This is an optimization exercise on Yosys and OpenROAD, whose aim is small area and a short achievable clock period, not a production implementation.
Only simulation tests tie the RTL to the original design; equivalence was not proved.
Power is estimated from default activity; no workload was simulated.

## try-quartz
==> flow/design.v (excerpt) <==
module iq_demod_lpf
#(
  parameter int IN_W  = iq_demod_pkg::DEF_IN_W,
  parameter int CAR_W = iq_demod_pkg::DEF_CAR_W,
  parameter int DECIM = iq_demod_pkg::DEF_DECIM,
  parameter int OUT_W = iq_demod_pkg::DEF_OUT_W,
  parameter int SHIFT = iq_demod_pkg::DEF_SHIFT
) (
  input  logic                    clk,
  input  logic                    reset_n,
  input  logic                    sample_en,
  input  logic                    sym_start,
  input  logic signed [IN_W-1:0]  y_in,
  input  logic signed [CAR_W-1:0] i_car,
  input  logic signed [CAR_W-1:0] q_car,
  output logic signed [OUT_W-1:0] i_out,
  output logic signed [OUT_W-1:0] q_out,
  output logic                    out_valid,
  output logic                    overflow
);
Size in the first run: about 4,100 cells after synthesis, roughly 420 flip-flops, about 39,000 um^2 of cells after synthesis.
==> flow/config.mk <==
export PLATFORM = sky130hd
export DESIGN_NAME = iq_demod_lpf
export DESIGN_NICKNAME = iq_demod_lpf
export VERILOG_FILES = /design/flow/design.v
export SDC_FILE = /design/flow/constraint.sdc
export NUM_CORES = 4
export LEC_CHECK = 0
export ABC_AREA = 1
export CAP_MARGIN = 20
export CORE_MARGIN = 2
export CORE_UTILIZATION = 40
export CTS_BUF_LIST = sky130_fd_sc_hd__clkbuf_8
export CTS_CLUSTER_SIZE = 24
export PLACE_DENSITY = 0.6
export SLEW_MARGIN = 20
==> flow/constraint.sdc <==
create_clock -name core_clock -period 10.5 [get_ports {clk}]
set_input_delay 2.1000 -clock core_clock [delete_from_list [all_inputs] [get_ports {clk}]]
set_output_delay 2.1000 -clock core_clock [all_outputs]
set_load 0.01 [all_outputs]
standard.sh (not shown) runs the stock make flow with config.mk's settings and CLKGATE_MAP_FILE= SYNTH_SCRIPT=/design/flow/synth_recipe.tcl, a recipe that flattens the netlist after the stock synthesis.
==> flow/flow/run.sh <==
#!/bin/bash
set -euo pipefail
bash standard.sh SETUP_SLACK_MARGIN=5.8 "BUFFER_PORTS_ARGS=-buffer_cell sky130_fd_sc_hd__buf_2" finish > layout.log 2>&1
Per the final summary, try-quartz finished and its layout is clean on timing, DRC and antenna.
What try-willow does differently from try-quartz at the input level:
Settings: removing CTS_CLUSTER_SIZE (formerly 24); removing CTS_BUF_LIST (formerly sky130_fd_sc_hd__clkbuf_8); setting SETUP_SLACK_MARGIN to 5 for the first time.
==> flow/run.sh (new file) <==
#!/bin/bash
# synth_recipe.tcl (not shown) runs the flow's synth.tcl, then flattens the netlist and writes it again
# the make line also repeats each setting of config.mk as NAME=value (left out here)
make -C /OpenROAD-flow-scripts/flow DESIGN_CONFIG=/design/flow/config.mk WORK_HOME=/design/flow/orfs CLKGATE_MAP_FILE= SYNTH_SCRIPT=/design/flow/synth_recipe.tcl finish
removed: flow/flow/run.sh
removed: flow/standard.sh
## What came out
try-willow vs. try-quartz: clock tree buffer count of the final layout dropped 32%; combinational group share of total power lost 1.3 points.
Taking try-quartz as the reference, in try-willow flip-flop and latch count after synthesis level; final-layout clock-cell area share held.
Diff try-quartz -> try-willow: setup slack after placement saw a decrease; all-layer global routing usage saw a decrease; design area saw a decrease.
Run comparison: try-willow slowest cell on the critical path sky130_fd_sc_hd__clkdlybuf4s50_1; try-quartz slowest cell on the critical path sky130_fd_sc_hd__fa_1
try-willow against try-quartz: number of buffers added by the clock tree synthesis step lower; max-cap check violation count neither gained nor lost much.
[inputs] try-cedar vs try-willow
Settings: putting CTS_BUF_LIST at sky130_fd_sc_hd__clkbuf_8 where nothing was set; clearing SETUP_SLACK_MARGIN, which used to be 5; putting CTS_CLUSTER_SIZE at 24 where nothing was set.
==> flow/flow/run.sh (new file) <==
#!/bin/bash
set -euo pipefail
bash standard.sh SETUP_SLACK_MARGIN=5.3 "BUFFER_PORTS_ARGS=-buffer_cell sky130_fd_sc_hd__buf_2" finish > layout.log 2>&1
==> flow/standard.sh (new file) <==
#!/bin/bash
# synth_recipe.tcl (not shown) runs the flow's synth.tcl, then flattens the netlist and writes it again
# the make line also repeats each setting of config.mk as NAME=value (left out here)
make -C /OpenROAD-flow-scripts/flow DESIGN_CONFIG=/design/flow/config.mk WORK_HOME=/design/flow/orfs CLKGATE_MAP_FILE= SYNTH_SCRIPT=/design/flow/synth_recipe.tcl "${@:-finish}"
removed: flow/run.sh
Results
- try-cedar against try-willow: overall power consumption decreased 0.71%, setup slack of the critical path after layout increased 0.28 ns, area growth from synthesis to layout decreased 2.5 points, fmax increased 5.3%, count of non-filler cells in the finished layout increased 42.
The following lists how try-delta was set up differently from try-cedar:
Settings: CTS_BUF_LIST: sky130_fd_sc_hd__clkbuf_8 -> unset; CTS_CLUSTER_SIZE: 24 -> unset.
==> flow/flow/run.sh <==
#!/bin/bash
set -euo pipefail
bash standard.sh SETUP_SLACK_MARGIN=5.5 finish > layout.log 2>&1
==> summary.txt <==
Having completed the whole flow, try-delta delivered a layout that passed the timing, design-rule and antenna checks.
try-delta against try-cedar; clock power is down by a few percent.
Total power was lower in the run labelled try-cedar.
On half-perimeter wire length of the detailed placement result, try-delta and try-cedar are basically level.

* * *

Another version of the RTL of iq_demod_lpf (not shown whole).
Size: ~4700 cells after synthesis, about 130 I/O pins.
// iq_demod_lpf
module iq_demod_lpf
#(
  parameter int IN_W  = iq_demod_pkg::DEF_IN_W,
  parameter int CAR_W = iq_demod_pkg::DEF_CAR_W,
  parameter int DECIM = iq_demod_pkg::DEF_DECIM,
  parameter int OUT_W = iq_demod_pkg::DEF_OUT_W,
  parameter int SHIFT = iq_demod_pkg::DEF_SHIFT
) (
  input  logic                    clk,
  input  logic                    reset_n,
  input  logic                    sample_en,
  input  logic                    sym_start,
  input  logic signed [IN_W-1:0]  y_in,
  input  logic signed [CAR_W-1:0] i_car,
  input  logic signed [CAR_W-1:0] q_car,
  output logic signed [OUT_W-1:0] i_out,
  output logic signed [OUT_W-1:0] q_out,
  output logic                    out_valid,
  output logic                    overflow
);
==> flow/config.mk <==
export PLATFORM = sky130hd
export DESIGN_NAME = iq_demod_lpf
export DESIGN_NICKNAME = iq_demod_lpf
export VERILOG_FILES = /design/flow/design.v
export SDC_FILE = /design/flow/constraint.sdc
export NUM_CORES = 4
export LEC_CHECK = 0
export ABC_AREA = 1
export CAP_MARGIN = 20
export CORE_MARGIN = 2
export CORE_UTILIZATION = 40
export PLACE_DENSITY = 0.6
export SLEW_MARGIN = 20
==> flow/constraint.sdc <==
create_clock -name core_clock -period 10.5 [get_ports {clk}]
set_input_delay 2.1000 -clock core_clock [delete_from_list [all_inputs] [get_ports {clk}]]
set_output_delay 2.1000 -clock core_clock [all_outputs]
set_load 0.01 [all_outputs]
==> flow/flow/run.sh <==
#!/bin/bash
set -euo pipefail
bash standard.sh SETUP_SLACK_MARGIN=6 finish > layout.log 2>&1
Then changed:
==> flow/run.sh (new file) <==
#!/bin/bash
# synth_recipe.tcl (not shown) runs the flow's synth.tcl, then flattens the netlist and writes it again
# the make line also repeats each setting of config.mk as NAME=value (left out here)
make -C /OpenROAD-flow-scripts/flow DESIGN_CONFIG=/design/flow/config.mk WORK_HOME=/design/flow/orfs CLKGATE_MAP_FILE= SYNTH_SCRIPT=/design/flow/synth_recipe.tcl finish
SETUP_SLACK_MARGIN = 4   (was unset)
removed: flow/flow/run.sh
removed: flow/standard.sh
Effect: The changed run ran to the end with no violations; via count decreases by 12%; clock skew goes down by 0.019 ns; worst hold slack stays flat; cell area shrinks by 14%; sequential share of layout area grows by 3.0 points; cell count came out lower by 4.6%; first-iteration DRC count goes down by 39%; setup slack loses 1.4 ns.

## separate check: timing with driven ports
Ports are ideal in the flow. The routed layouts listed here were re-timed in OpenROAD.
Step 1: set_driving_cell puts a clkbuf_16 on clk and a buf_2 on each other input, an assumption about the parent block.
Step 2 also shifts input and output timing later by t, the mid clock arrival at the registers, as if the neighbouring blocks saw the same clock.
Three values: no drivers, after step 1, after step 2; two values: the first two.
run	t, ns	setup WS [ns]	hold WS [ns]	clock arrival spread, ns	worst data-port slew with drivers (ns)
try-quartz	0.764	5.548 / 5.530 / 4.765	0.447 / 0.447 / 0.447	0.044 / 0.045	0.11
try-willow	0.700	5.060 / 5.085 / 4.385	0.449 / 0.449 / 0.449	0.066 / 0.067	0.07
try-cedar	0.773	5.336 / 5.354 / 4.581	0.446 / 0.446 / 0.446	0.060 / 0.060	0.12
try-delta	0.700	5.528 / 5.533 / 4.833	0.450 / 0.450 / 0.450	0.036 / 0.036	0.10
the first run of note 2	0.726	5.583 / 5.597 / 4.871	0.449 / 0.449 / 0.449	0.044 / 0.044	0.13
the second run of note 2	0.682	4.230 / 4.273 / 3.591	0.449 / 0.449 / 0.449	0.029 / 0.029	0.14
After both steps setup and hold are still met in every run listed. For try-quartz, which loses most, drivers alone change the setup slack by -0.018 ns; drivers and shift together by -0.783 ns.
